Context: an optimization exercise on an open-source flow, tuned for small area, a short achievable clock period and few clock cycles. The choices shown serve that exercise and are no tape-out recipe. RTL that was checked went through simulation tests only; none was proved equivalent to the original. Power figures rest on the tool's default switching activity, not on a simulated workload.

Setup of the previous run:
==> flow/design.v <==
`timescale 1ns/1ps
`default_nettype none
module lc4_add16 (
  input  wire [15:0] i_a,
  input  wire [15:0] i_b,
  input  wire        i_cin,
  output wire [15:0] o_sum
);
  wire [15:0] p = i_a ^ i_b;
  wire [15:0] g0 = i_a & i_b;
  wire [15:0] gl [0:4];
  wire [15:0] pl [0:4];
  assign gl[0] = {g0[15:1], g0[0] | (p[0] & i_cin)};
  assign pl[0] = p;
  genvar k, i;
  generate
    for (k = 0; k < 4; k = k + 1) begin : lvl
      for (i = 0; i < 16; i = i + 1) begin : bit_
        if (i >= (1 << k)) begin : comb
          assign gl[k+1][i] = gl[k][i] | (pl[k][i] & gl[k][i-(1<<k)]);
          assign pl[k+1][i] = pl[k][i] & pl[k][i-(1<<k)];
        end else begin : pass
          assign gl[k+1][i] = gl[k][i];
          assign pl[k+1][i] = pl[k][i];
        end
      end
    end
  endgenerate
  assign o_sum = p ^ {gl[4][14:0], i_cin};
endmodule
`default_nettype wire
`timescale 1ns/1ps
`default_nettype none
module lc4_core (
  input  wire        gwe,
  input  wire        i_rst_n,
  input  wire [15:0] i_imem_data,
  output wire [15:0] o_imem_addr,
  output wire        o_retire_valid,
  output wire [15:0] o_retire_pc,
  output wire [15:0] o_retire_insn,
  output wire        o_retire_regfile_we,
  output wire [2:0]  o_retire_wsel,
  output wire [15:0] o_retire_result,
  output wire        o_retire_nzp_we,
  output wire [2:0]  o_retire_nzp
);
  localparam [15:0] rst_pc = 16'h8200;
  reg  [15:0] regs [0:7];
  reg  [15:0] seq_q;
  reg  [15:0] tgt_q;
  reg         taken_q;
  reg         x_valid;
  reg  [15:0] x_insn;
  reg  [15:0] x_a;        
  reg  [15:0] x_b;        
  reg         x_sub;
  reg         r_valid;
  reg  [15:0] r_pc;
  reg  [15:0] r_insn;
  reg  [15:0] r_result;
  reg  [2:0]  nzp_q;      
  function automatic writes_f(input [15:0] w);
    writes_f = w[15:12] == 4'b1001 || w[15:12] == 4'b0101 ||
               (w[15:12] == 4'b0001 && (w[5] || !w[3]));
  endfunction
  function automatic [2:0] nzp_f(input [15:0] v);
    nzp_f = v[15] ? 3'b100 : (v == 16'd0) ? 3'b010 : 3'b001;
  endfunction
  wire       r_writes = r_valid && writes_f(r_insn);
  wire [2:0] r_nzp    = nzp_f(r_result);
  wire [2:0] nzp_r    = r_writes ? r_nzp : nzp_q;   
  wire        x_writes = writes_f(x_insn);
  wire        x_logic  = x_insn[15:12] == 4'b0101;
  wire        x_const  = x_insn[15:12] == 4'b1001;
  wire [1:0]  x_lop    = x_insn[5] ? 2'b00 : x_insn[4:3];   
  wire [2:0]  x_cnzp   = nzp_f(x_b);                        
  wire [15:0] a = x_a;
  wire [15:0] b = x_b;
  wire [15:0] sum;
  lc4_add16 u_add (.i_a(a), .i_b(b), .i_cin(x_sub), .o_sum(sum));
  reg  [15:0] logic_v;
  reg         z_logic;
  reg         n_logic;
  always @(*) begin
    case (x_lop)
      2'b00:   begin logic_v = a & b; z_logic = ~|(a & b);   n_logic = a[15] & b[15]; end
      2'b01:   begin logic_v = ~a;    z_logic = &a;          n_logic = ~a[15];        end
      2'b10:   begin logic_v = a | b; z_logic = ~|(a | b);   n_logic = a[15] | b[15]; end
      default: begin logic_v = a ^ b; z_logic = a == b;      n_logic = a[15] ^ b[15]; end
    endcase
  end
  wire [15:0] result = x_const ? x_b : x_logic ? logic_v : sum;
  wire [15:0] p     = a ^ b;
  wire [15:0] o     = a | b;
  wire        z_add = &(p ~^ {o[14:0], x_sub});
  wire [15:0] fa   = taken_q ? tgt_q : seq_q;
  wire [15:0] insn = i_imem_data;
  wire [3:0]  op   = insn[15:12];
  wire [2:0]  m    = insn[11:9];    
  wire [15:0] imm5 = {{11{insn[4]}}, insn[4:0]};
  wire [15:0] imm9 = {{7{insn[8]}}, insn[8:0]};
  wire [2:0]  r_rd = r_insn[11:9];
  wire [2:0]  x_rd = x_insn[11:9];
  wire        x_wr = x_valid && x_writes;
  wire [15:0] rs_v = regs[insn[8:6]];
  wire [15:0] rt_v = regs[insn[2:0]];
  wire        f_sub   = op == 4'b0001 && !insn[5] && insn[4:3] == 2'b10;
  wire        f_const = op == 4'b1001;
  wire        byp_a   = x_wr && x_rd == insn[8:6];
  wire        byp_b   = x_wr && x_rd == insn[2:0] && !insn[5] && !f_const;
  wire [15:0] a_next  = byp_a ? result : rs_v;
  wire [15:0] b_next  = byp_b ? result : f_const ? imm9 : insn[5] ? imm5 : rt_v;
  wire hit_add   = sum[15] ? m[2] : z_add ? m[1] : m[0];
  wire hit_logic = n_logic ? m[2] : z_logic ? m[1] : m[0];
  wire hit_const = |(m & x_cnzp);
  wire hit_r     = |(m & nzp_r);
  wire hit_x     = x_const ? hit_const : x_logic ? hit_logic : hit_add;
  wire f_taken   = op == 4'b0000 && (x_wr ? hit_x : hit_r);
  wire [9:0]  tgt_lo = {1'b0, fa[8:0]} + {1'b0, imm9[8:0]} + 10'd1;
  wire [6:0]  hi_up, hi_dn;
  wire [15:0] fa_inc, seq_dec, hi_up16, hi_dn16;
  lc4_add16 u_inc (.i_a(fa),    .i_b(16'd0),    .i_cin(1'b1), .o_sum(fa_inc));
  lc4_add16 u_dec (.i_a(seq_q), .i_b(16'hffff), .i_cin(1'b0), .o_sum(seq_dec));
  lc4_add16 u_up  (.i_a({9'd0, fa[15:9]}), .i_b(16'd0),    .i_cin(1'b1), .o_sum(hi_up16));
  lc4_add16 u_dn  (.i_a({9'd0, fa[15:9]}), .i_b(16'hffff), .i_cin(1'b0), .o_sum(hi_dn16));
  assign hi_up = hi_up16[6:0];
  assign hi_dn = hi_dn16[6:0];
  wire [6:0]  tgt_hi = (tgt_lo[9] == insn[8]) ? fa[15:9] : tgt_lo[9] ? hi_up : hi_dn;
  assign o_imem_addr = fa;
  wire [15:0] wd = i_rst_n ? result : 16'd0;   
  integer i;
  always @(posedge gwe) begin
    for (i = 0; i < 8; i = i + 1)
      if (!i_rst_n || (x_wr && x_rd == i)) regs[i] <= wd;
  end
  always @(posedge gwe) begin
    if (!i_rst_n) begin
      seq_q   <= rst_pc;
      taken_q <= 1'b0;
      x_valid <= 1'b0;
      r_valid <= 1'b0;
      nzp_q   <= 3'b000;
    end else begin
      seq_q   <= fa_inc;
      taken_q <= f_taken;
      x_valid <= 1'b1;
      r_valid <= x_valid;
      nzp_q   <= nzp_r;
    end
  end
  always @(posedge gwe) begin
    tgt_q    <= {tgt_hi, tgt_lo[8:0]};
    x_insn   <= insn;
    x_a      <= a_next;
    x_b      <= b_next ^ {16{f_sub}};
    x_sub    <= f_sub;
    r_pc     <= seq_dec;   
    r_insn   <= x_insn;
    r_result <= result;
  end
  assign o_retire_valid      = r_valid;
  assign o_retire_pc         = r_pc;
  assign o_retire_insn       = r_insn;
  assign o_retire_regfile_we = writes_f(r_insn);
  assign o_retire_wsel       = r_insn[11:9];
  assign o_retire_result     = r_result;
  assign o_retire_nzp_we     = writes_f(r_insn);
  assign o_retire_nzp        = r_nzp;
endmodule
`default_nettype wire
==> flow/config.mk <==
export PLATFORM = sky130hd
export DESIGN_NAME = lc4_core
export DESIGN_NICKNAME = lc4_core
export VERILOG_FILES = /design/flow/design.v
export SDC_FILE = /design/flow/constraint.sdc
export NUM_CORES = 4
export LEC_CHECK = 0
export CAP_MARGIN = 20
export CORE_MARGIN = 2
export CORE_UTILIZATION = 55
export CTS_BUF_LIST = sky130_fd_sc_hd__clkbuf_8 sky130_fd_sc_hd__clkbuf_16
export CTS_CLUSTER_DIAMETER = 80
export CTS_CLUSTER_SIZE = 24
export SETUP_SLACK_MARGIN = 2.0
export SLEW_MARGIN = 20
export TNS_END_PERCENT = 5
==> flow/constraint.sdc <==
create_clock -name core_clock -period 4.6 [get_ports {gwe}]
set_input_delay 0.9200 -clock core_clock [delete_from_list [all_inputs] [get_ports {gwe}]]
set_output_delay 0.9200 -clock core_clock [all_outputs]
set_load 0.01 [all_outputs]
standard.sh (not shown) runs the stock make flow with config.mk's settings and CLKGATE_MAP_FILE= SYNTH_SCRIPT=/design/flow/synth_recipe.tcl, a recipe that flattens the netlist after the stock synthesis.
==> flow/flow/run.sh <==
#!/bin/bash
# The standard layout, with buf_2 as the cell that buffers each input and output
# port (the default picks a delay cell). Everything else is the standard.sh.
set -euo pipefail
export BUFFER_PORTS_ARGS="-buffer_cell sky130_fd_sc_hd__buf_2"
bash standard.sh > standard.log 2>&1
> inputs changed (the previous run -> the current run)
-- flow/design.v --
<<< the previous run, line 104
  wire [2:0]  x_rd = x_insn[11:9];
  wire        x_wr = x_valid && x_writes;
  wire [15:0] rs_v = regs[insn[8:6]];
  wire [15:0] rt_v = regs[insn[2:0]];
  wire        f_sub   = op == 4'b0001 && !insn[5] && insn[4:3] == 2'b10;
  wire        f_const = op == 4'b1001;
>>> the current run, line 104
  wire [2:0]  x_rd = x_insn[11:9];
  wire        x_wr = x_valid && x_writes;
  wire [15:0] rs_v = (r_writes && r_rd == insn[8:6]) ? r_result : regs[insn[8:6]];
  wire [15:0] rt_v = (r_writes && r_rd == insn[2:0]) ? r_result : regs[insn[2:0]];
  wire        f_sub   = op == 4'b0001 && !insn[5] && insn[4:3] == 2'b10;
  wire        f_const = op == 4'b1001;
<<< the previous run, line 129
  wire [6:0]  tgt_hi = (tgt_lo[9] == insn[8]) ? fa[15:9] : tgt_lo[9] ? hi_up : hi_dn;
  assign o_imem_addr = fa;
  wire [15:0] wd = i_rst_n ? result : 16'd0;   
  integer i;
  always @(posedge gwe) begin
    for (i = 0; i < 8; i = i + 1)
      if (!i_rst_n || (x_wr && x_rd == i)) regs[i] <= wd;
  end
  always @(posedge gwe) begin
>>> the current run, line 129
  wire [6:0]  tgt_hi = (tgt_lo[9] == insn[8]) ? fa[15:9] : tgt_lo[9] ? hi_up : hi_dn;
  assign o_imem_addr = fa;
  wire [15:0] wd = i_rst_n ? r_result : 16'd0;   
  integer i;
  always @(posedge gwe) begin
    for (i = 0; i < 8; i = i + 1)
      if (!i_rst_n || (r_writes && r_rd == i)) regs[i] <= wd;
  end
  always @(posedge gwe) begin
[summary]
Non-clock buffer instance count of the final layout, the previous run and the current run: smaller value in the current run. Between the previous run and the current run, the flow reports post-synthesis instance total increasing by a few percent. Against the previous run, wire length reported by the detailed router in the current run rose slightly. Row routability congestion estimate: the current run lower / the previous run higher. Compared with the previous run, the current run shows sequential power higher by about 1%.
Testbench counts of the current run, summed over its fixed seeds: cycles 24,008.
The RTL of the previous run was laid out without a check of its function.

* * *

Another version of the RTL of lc4_core (not shown whole).
For scale: about 1300 cells after synthesis, ~270 flip-flops, about 91 I/O pins, roughly 14000 um^2 of cells after synthesis.
==> module lc4_core, before the edit <==
module lc4_core (
  input  wire        gwe,
  input  wire        i_rst_n,
  input  wire [15:0] i_imem_data,
  output wire [15:0] o_imem_addr,
  output wire        o_retire_valid,
  output wire [15:0] o_retire_pc,
  output wire [15:0] o_retire_insn,
  output wire        o_retire_regfile_we,
  output wire [2:0]  o_retire_wsel,
  output wire [15:0] o_retire_result,
  output wire        o_retire_nzp_we,
  output wire [2:0]  o_retire_nzp
);
  localparam [15:0] rst_pc = 16'h8200;
  reg  [15:0] regs [0:7];
  reg  [15:0] seq_q;
  reg  [15:0] tgt_q;
  reg         taken_q;
  reg         x_valid;
  reg  [15:0] x_insn;
  reg  [15:0] x_a;        
  reg  [15:0] x_b;        
  reg         x_sub;
  reg         r_valid;
  reg  [15:0] r_pc;
  reg  [15:0] r_insn;
  reg  [15:0] r_result;
  reg  [2:0]  r_nzp;      
  reg  [2:0]  nzp_q;      
  function automatic writes_f(input [15:0] w);
    writes_f = w[15:12] == 4'b1001 || w[15:12] == 4'b0101 ||
               (w[15:12] == 4'b0001 && (w[5] || !w[3]));
  endfunction
  function automatic [2:0] nzp_f(input [15:0] v);
    nzp_f = v[15] ? 3'b100 : (v == 16'd0) ? 3'b010 : 3'b001;
  endfunction
  wire       r_writes = r_valid && writes_f(r_insn);
  wire [2:0] nzp_r    = r_writes ? r_nzp : nzp_q;   
  wire        x_writes = writes_f(x_insn);
  wire        x_logic  = x_insn[15:12] == 4'b0101;
  wire        x_const  = x_insn[15:12] == 4'b1001;
  wire [1:0]  x_lop    = x_insn[5] ? 2'b00 : x_insn[4:3];   
  wire [2:0]  x_cnzp   = nzp_f(x_b);                        
  wire [15:0] a = x_a;
  wire [15:0] b = x_b;
  wire [15:0] sum;
  lc4_add16 u_add (.i_a(a), .i_b(b), .i_cin(x_sub), .o_sum(sum));
  reg  [15:0] logic_v;
  reg         z_logic;
  reg         n_logic;
  always @(*) begin
    case (x_lop)
      2'b00:   begin logic_v = a & b; z_logic = ~|(a & b);   n_logic = a[15] & b[15]; end
      2'b01:   begin logic_v = ~a;    z_logic = &a;          n_logic = ~a[15];        end
      2'b10:   begin logic_v = a | b; z_logic = ~|(a | b);   n_logic = a[15] | b[15]; end
      default: begin logic_v = a ^ b; z_logic = a == b;      n_logic = a[15] ^ b[15]; end
    endcase
  end
  wire [15:0] result = x_const ? x_b : x_logic ? logic_v : sum;
  wire [15:0] p     = a ^ b;
  wire [15:0] o     = a | b;
  wire        z_add = &(p ~^ {o[14:0], x_sub});
  wire [2:0]  nzp_add   = sum[15] ? 3'b100 : z_add ? 3'b010 : 3'b001;
  wire [2:0]  nzp_logic = n_logic ? 3'b100 : z_logic ? 3'b010 : 3'b001;
  wire [2:0]  nzp_x     = x_const ? x_cnzp : x_logic ? nzp_logic : nzp_add;
  wire [15:0] fa   = taken_q ? tgt_q : seq_q;
  wire [15:0] insn = i_imem_data;
  wire [3:0]  op   = insn[15:12];
  wire [2:0]  m    = insn[11:9];    
  wire [15:0] imm5 = {{11{insn[4]}}, insn[4:0]};
  wire [15:0] imm9 = {{7{insn[8]}}, insn[8:0]};
  wire [2:0]  r_rd = r_insn[11:9];
  wire [2:0]  x_rd = x_insn[11:9];
  wire        x_wr = x_valid && x_writes;
  wire [15:0] rs_v = (r_writes && r_rd == insn[8:6]) ? r_result : regs[insn[8:6]];
  wire [15:0] rt_v = (r_writes && r_rd == insn[2:0]) ? r_result : regs[insn[2:0]];
  wire        f_sub   = op == 4'b0001 && !insn[5] && insn[4:3] == 2'b10;
  wire        f_const = op == 4'b1001;
  wire        byp_a   = x_wr && x_rd == insn[8:6];
  wire        byp_b   = x_wr && x_rd == insn[2:0] && !insn[5] && !f_const;
  wire [15:0] a_next  = byp_a ? result : rs_v;
  wire [15:0] b_next  = byp_b ? result : f_const ? imm9 : insn[5] ? imm5 : rt_v;
  wire hit_add   = sum[15] ? m[2] : z_add ? m[1] : m[0];
  wire hit_logic = n_logic ? m[2] : z_logic ? m[1] : m[0];
  wire hit_const = |(m & x_cnzp);
  wire hit_r     = |(m & nzp_r);
  wire hit_x     = x_const ? hit_const : x_logic ? hit_logic : hit_add;
  wire f_taken   = op == 4'b0000 && (x_wr ? hit_x : hit_r);
  wire [9:0]  tgt_lo = {1'b0, fa[8:0]} + {1'b0, imm9[8:0]} + 10'd1;
  wire [6:0]  hi_up, hi_dn;
  wire [15:0] fa_inc, seq_dec, hi_up16, hi_dn16;
  lc4_add16 u_inc (.i_a(fa),    .i_b(16'd0),    .i_cin(1'b1), .o_sum(fa_inc));
  lc4_add16 u_dec (.i_a(seq_q), .i_b(16'hffff), .i_cin(1'b0), .o_sum(seq_dec));
  lc4_add16 u_up  (.i_a({9'd0, fa[15:9]}), .i_b(16'd0),    .i_cin(1'b1), .o_sum(hi_up16));
  lc4_add16 u_dn  (.i_a({9'd0, fa[15:9]}), .i_b(16'hffff), .i_cin(1'b0), .o_sum(hi_dn16));
  assign hi_up = hi_up16[6:0];
  assign hi_dn = hi_dn16[6:0];
  wire [6:0]  tgt_hi = (tgt_lo[9] == insn[8]) ? fa[15:9] : tgt_lo[9] ? hi_up : hi_dn;
  assign o_imem_addr = fa;
  wire [15:0] wd = i_rst_n ? r_result : 16'd0;   
  integer i;
  always @(posedge gwe) begin
    for (i = 0; i < 8; i = i + 1)
      if (!i_rst_n || (r_writes && r_rd == i)) regs[i] <= wd;
  end
  always @(posedge gwe) begin
    if (!i_rst_n) begin
      seq_q   <= rst_pc;
      taken_q <= 1'b0;
      x_valid <= 1'b0;
      r_valid <= 1'b0;
      nzp_q   <= 3'b000;
    end else begin
      seq_q   <= fa_inc;
      taken_q <= f_taken;
      x_valid <= 1'b1;
      r_valid <= x_valid;
      nzp_q   <= nzp_r;
    end
  end
  always @(posedge gwe) begin
    tgt_q    <= {tgt_hi, tgt_lo[8:0]};
    x_insn   <= insn;
    x_a      <= a_next;
    x_b      <= b_next ^ {16{f_sub}};
    x_sub    <= f_sub;
    r_pc     <= seq_dec;   
    r_insn   <= x_insn;
    r_result <= result;
    r_nzp    <= nzp_x;
  end
  assign o_retire_valid      = r_valid;
  assign o_retire_pc         = r_pc;
  assign o_retire_insn       = r_insn;
  assign o_retire_regfile_we = writes_f(r_insn);
  assign o_retire_wsel       = r_insn[11:9];
  assign o_retire_result     = r_result;
  assign o_retire_nzp_we     = writes_f(r_insn);
  assign o_retire_nzp        = r_nzp;
endmodule
export LEC_CHECK = 0
export CAP_MARGIN = 20
export CORE_MARGIN = 2
export CORE_UTILIZATION = 65
export CTS_BUF_LIST = sky130_fd_sc_hd__clkbuf_8 sky130_fd_sc_hd__clkbuf_16
export CTS_CLUSTER_DIAMETER = 80
export CTS_CLUSTER_SIZE = 24
export SETUP_SLACK_MARGIN = 2.0
export SLEW_MARGIN = 20
export TNS_END_PERCENT = 0
create_clock -name core_clock -period 4.6 [get_ports {gwe}]
Scripts as last shown in full above: flow/flow/run.sh
Testbench counts at the start, summed over its fixed seeds: cycles 24,008.
Rerun with:
--- a/flow/design.v
+++ b/flow/design.v
@@ -59,7 +59,6 @@
   reg  [15:0] r_pc;
   reg  [15:0] r_insn;
   reg  [15:0] r_result;
-  reg  [2:0]  r_nzp;      
   reg  [2:0]  nzp_q;      
   function automatic writes_f(input [15:0] w);
     writes_f = w[15:12] == 4'b1001 || w[15:12] == 4'b0101 ||
@@ -69,6 +68,7 @@
     nzp_f = v[15] ? 3'b100 : (v == 16'd0) ? 3'b010 : 3'b001;
   endfunction
   wire       r_writes = r_valid && writes_f(r_insn);
+  wire [2:0] r_nzp    = nzp_f(r_result);
   wire [2:0] nzp_r    = r_writes ? r_nzp : nzp_q;   
   wire        x_writes = writes_f(x_insn);
   wire        x_logic  = x_insn[15:12] == 4'b0101;
@@ -94,9 +94,6 @@
   wire [15:0] p     = a ^ b;
   wire [15:0] o     = a | b;
   wire        z_add = &(p ~^ {o[14:0], x_sub});
-  wire [2:0]  nzp_add   = sum[15] ? 3'b100 : z_add ? 3'b010 : 3'b001;
-  wire [2:0]  nzp_logic = n_logic ? 3'b100 : z_logic ? 3'b010 : 3'b001;
-  wire [2:0]  nzp_x     = x_const ? x_cnzp : x_logic ? nzp_logic : nzp_add;
   wire [15:0] fa   = taken_q ? tgt_q : seq_q;
   wire [15:0] insn = i_imem_data;
   wire [3:0]  op   = insn[15:12];
@@ -161,7 +158,6 @@
     r_pc     <= seq_dec;   
     r_insn   <= x_insn;
     r_result <= result;
-    r_nzp    <= nzp_x;
   end
   assign o_retire_valid      = r_valid;
   assign o_retire_pc         = r_pc;
Effect: Setup slack is worse by 0.038 ns; register-to-register slack is worse by 0.04 ns; routed wire length grows slightly; sequential power barely changes; clock skew grows by 0.014 ns; global-route usage grows by 0.52 points; synthesized cell count grows by a few percent; die area barely changes; core utilization shrinks by 1.1 points; non-clock buffer count shrinks by 13; combinational power shrinks by roughly a tenth; cell count grows by a few percent; area after synthesis is about the same.
Testbench counts after the change, summed over its fixed seeds: cycles 24,008.

-- separate check: timing with driven ports --
In the flow no input, the clock included, has a driving cell. The finished layouts below were timed again as built, in two steps.
Step 1 (the two cells are an assumption about what drives the block):
set clk [get_ports {gwe}]
set_driving_cell -lib_cell sky130_fd_sc_hd__clkbuf_16 $clk
set_driving_cell -lib_cell sky130_fd_sc_hd__buf_2 [delete_from_list [all_inputs] $clk]
Step 2 also shifts input and output timing later by t, the mid clock arrival at the registers, as if the neighbouring blocks saw the same clock.
Slacks: no drivers / after step 1 / after step 2; pairs: no drivers / after step 1.
| run | t (ns) | setup slack, ns | hold slack, ns | latest minus earliest clock arrival (ns) | cell pins on the clock port's net |
|---|---|---|---|---|---|
| the previous run | 0.550 | 1.860 / 1.821 / 1.406 | 0.341 / 0.341 / 0.341 | 0.035 / 0.035 | 1 |
| the current run | 0.545 | 1.903 / 1.873 / 1.476 | 0.335 / 0.335 / 0.335 | 0.038 / 0.037 | 1 |
| the first run of note 2 | 0.539 | 1.870 / 1.870 / 1.421 | 0.333 / 0.333 / 0.333 | 0.030 / 0.030 | 1 |
| the second run of note 2 | 0.535 | 1.832 / 1.810 / 1.331 | 0.334 / 0.334 / 0.334 | 0.043 / 0.044 | 1 |
After both steps setup and hold are still met in every run listed. The setup slack of the second run of note 2, which loses most, moves by -0.022 ns with the drivers and by -0.501 ns with both steps.
